Context: an optimization exercise on an open-source flow, tuned for small area. The choices shown serve that exercise and are no tape-out recipe. The RTL was checked by simulation tests, not by an equivalence proof against the original design. Power is estimated from default activity; no workload was simulated.

Setup of 04-22:
// apb_inbuf_stream_ctrl
module apb_inbuf_stream_ctrl #(
    parameter int unsigned BUS_AW     = 8,
    parameter int unsigned BUS_DW     = 32,
    parameter int unsigned CH_NUM     = 128,
    parameter int unsigned OUT_MULT   = 9,
    parameter int unsigned IB_SRAM_AW = 10,
    parameter int unsigned FIFO_DEPTH = 4
) (
    input  logic                         clk_i,
    input  logic                         rst_n_i,
    input  logic [BUS_AW-1:0]            apb_paddr_s,
    input  logic                         apb_pwrite_s,
    input  logic                         apb_psel_s,
    input  logic                         apb_penable_s,
    input  logic [BUS_DW-1:0]            apb_pwdata_s,
    output logic [BUS_DW-1:0]            apb_prdata_s,
    output logic                         apb_pready_s,
    output logic [CH_NUM-1:0]            inbuf_din_o,
    output logic                         inbuf_din_vld_o,
    input  logic                         inbuf_din_rdy_i,
    output logic                         inbuf_sop_o,
    output logic                         inbuf_hsync_o,
    output logic [IB_SRAM_AW-1:0]        inbuf_start_waddr_o,
    input  logic [CH_NUM*OUT_MULT-1:0]   inbuf_dout_i,
    input  logic                         inbuf_dout_vld_i,
    output logic                         inbuf_dout_rdy_o,
    output logic [7:0]                   inbuf_pic_size_o,
    output logic [3:0]                   inbuf_mode_o,
    output logic                         inbuf_padding_o,
    output logic                         inbuf_cmd_vld_o,
    input  logic                         inbuf_cmd_rdy_i
);
  ...
For scale: ~1800 flip-flops, about 0.066 mm2 of cells after synthesis.
Settings: LEC_CHECK=0, CAP_MARGIN=20, CORE_MARGIN=2, CORE_UTILIZATION=40, PLACE_DENSITY=0.85, SETUP_SLACK_MARGIN=0.2, SLEW_MARGIN=20; clock period 10.0 ns.
standard.sh (not shown) runs the stock make flow with config.mk's settings and CLKGATE_MAP_FILE= SYNTH_SCRIPT=/design/flow/synth_recipe.tcl, a recipe that flattens the netlist after the stock synthesis.
==> flow/flow/run.sh <==
#!/bin/bash
# Own layout flow: the standard ORFS flow (standard synthesis, floorplan, power grid and
# tap cells unchanged), with two changes:
#  - the port buffers that global placement inserts use the smallest buffer cell;
#  - clock tree synthesis clusters up to 20 sinks within 100 um per leaf buffer, uses
#    clkbuf_16 only and adds no dummy loads.
set -euo pipefail
B=sky130_fd_sc_hd__
export BUFFER_PORTS_ARGS="-buffer_cell ${B}buf_1"
export CTS_ARGS="-sink_clustering_enable -repair_clock_nets -sink_clustering_size 20 -sink_clustering_max_diameter 100 -dont_use_dummy_load -buf_list ${B}clkbuf_16"
bash standard.sh finish > make_finish.log 2>&1
Input changes introduced in 10-17 (baseline for comparison: 04-22):
# 04-22
export LEC_CHECK = 0
export CAP_MARGIN = 20
export CORE_MARGIN = 2
export CORE_UTILIZATION = 40
export PLACE_DENSITY = 0.85
export SETUP_SLACK_MARGIN = 0.2
export SLEW_MARGIN = 20
create_clock -name core_clock -period 10.0 [get_ports {clk_i}]
# 10-17
export LEC_CHECK = 0
export CAP_MARGIN = 20
export CORE_MARGIN = 2
export CORE_UTILIZATION = 40
export CTS_BUF_LIST = sky130_fd_sc_hd__clkbuf_4 sky130_fd_sc_hd__clkbuf_8
export SETUP_SLACK_MARGIN = 0.2
export SLEW_MARGIN = 20
create_clock -name core_clock -period 10.0 [get_ports {clk_i}]
==> flow/run.sh (new file) <==
#!/bin/bash
# synth_recipe.tcl (not shown) runs the flow's synth.tcl, then flattens the netlist and writes it again
# the make line also repeats each setting of config.mk as NAME=value (left out here)
make -C /OpenROAD-flow-scripts/flow DESIGN_CONFIG=/design/flow/config.mk WORK_HOME=/design/flow/orfs CLKGATE_MAP_FILE= SYNTH_SCRIPT=/design/flow/synth_recipe.tcl finish
removed: flow/flow/run.sh
removed: flow/standard.sh
--- outcome ---
For the combinational power share, 10-17 came in 0.8 points higher than 04-22 did. 04-22 leaves more setup margin than 10-17. 04-22 → 10-17: global-route wire length before repair rose by about 2.3%; post-CTS clock slew at the launch and capture registers of the worst setup and hold paths shows a reduction of 30 ps.

---

apb_inbuf_stream_ctrl again, from the RTL that the note above started with.
make LEC_CHECK=0 CAP_MARGIN=20 CORE_MARGIN=2 CORE_UTILIZATION=40 SETUP_SLACK_MARGIN=0.2 SLEW_MARGIN=20 finish   # period 10.0 ns
run.sh (not shown) runs the stock make flow with config.mk's settings and CLKGATE_MAP_FILE= SYNTH_SCRIPT=/design/flow/synth_recipe.tcl, a recipe that flattens the netlist after the stock synthesis.
Stock flow here: none of the scripts above is used.
The baseline passed the timing, design-rule and antenna checks.
Change:
- CORE_UTILIZATION: 40 -> 65
- CTS_BUF_LIST: unset -> sky130_fd_sc_hd__clkbuf_4 sky130_fd_sc_hd__clkbuf_8
What happened:
- The new run never finished: it broke off in 3_2_place_iop, error PPL-0024
- synthesized cell count does not change
- synthesized area stays the same
Change:
==> flow/flow/run.sh (new file) <==
#!/bin/bash
# Own layout flow: the standard ORFS flow (standard synthesis, floorplan, power grid and
# tap cells unchanged), with the port buffers that global placement inserts made of the
# smallest buffer cell instead of the one the resizer picks by default.
set -euo pipefail
export BUFFER_PORTS_ARGS="-buffer_cell sky130_fd_sc_hd__buf_1"
bash standard.sh finish > make_finish.log 2>&1
==> flow/standard.sh (new file) <==
#!/bin/bash
# synth_recipe.tcl (not shown) runs the flow's synth.tcl, then flattens the netlist and writes it again
# the make line also repeats each setting of config.mk as NAME=value (left out here)
make -C /OpenROAD-flow-scripts/flow DESIGN_CONFIG=/design/flow/config.mk WORK_HOME=/design/flow/orfs CLKGATE_MAP_FILE= SYNTH_SCRIPT=/design/flow/synth_recipe.tcl "${@:-finish}"
- CORE_UTILIZATION: 65 -> 40
removed: flow/run.sh
What happened:
- The changed run completed with no timing, DRC or antenna violations
- synthesized cell count stays the same
- synthesized area does not change
Change:
==> flow/flow/run.sh (replaced) <==
#!/bin/bash
# Own layout flow: the standard ORFS flow (standard synthesis, floorplan, power grid and
# tap cells unchanged), with two changes:
#  - the port buffers that global placement inserts use the smallest buffer cell;
#  - clock tree synthesis clusters up to 30 sinks within 60 um per leaf buffer, uses
#    clkbuf_16 only and adds no dummy loads.
set -euo pipefail
B=sky130_fd_sc_hd__
export BUFFER_PORTS_ARGS="-buffer_cell ${B}buf_1"
export CTS_ARGS="-sink_clustering_enable -repair_clock_nets -sink_clustering_size 30 -sink_clustering_max_diameter 60 -dont_use_dummy_load -buf_list ${B}clkbuf_16"
bash standard.sh finish > make_finish.log 2>&1
- CTS_BUF_LIST: sky130_fd_sc_hd__clkbuf_4 sky130_fd_sc_hd__clkbuf_8 -> unset
- PLACE_DENSITY: unset -> 0.85
Wire length is about the same. Power came out lower by about 10%. Cell area came out lower by about 3%. Global-route usage is about the same. First-iteration DRC count came out lower by about 1.5%. Synthesized cell count is unchanged.

==> re-timing with driven ports <==
How much do the figures lean on ideal ports? The routed layouts below were timed once more, with nothing changed but the port constraints. Step 1, drivers: a clkbuf_16 drives clk_i and a buf_2 each remaining input, both assumed. Step 2 times the ports against the registers' clock, not the clock port: input delays grow and output delays shrink by t, the midpoint of the rising clock arrivals with the driver on. Three values: ideal ports, drivers, drivers and shift; two values: the first two.
run | shift t [ns] | setup WS [ns] | worst setup path at the end | latest minus earliest clock arrival (ns) | worst slew at a driven data input, ns
04-22 | 0.829 | 1.770 / 1.675 / 1.675 | input to output | 0.106 / 0.105 | 0.44
10-17 | 1.138 | 0.954 / 0.835 / 0.835 | input to output | 0.075 / 0.075 | 0.43
the first run of note 2 | 0.928 | 1.027 / 0.881 / 0.881 | input to output | 0.029 / 0.029 | 0.42
the third run of note 2 | 1.147 | 1.462 / 1.434 / 1.434 | input to output | 0.079 / 0.079 | 0.44
the fourth run of note 2 | 0.846 | 1.695 / 1.662 / 1.662 | input to output | 0.119 / 0.120 | 0.46
After both steps every run listed still meets setup and hold. For the first run of note 2, which loses most, drivers alone change the setup slack by -0.146 ns; drivers and shift together by -0.146 ns.
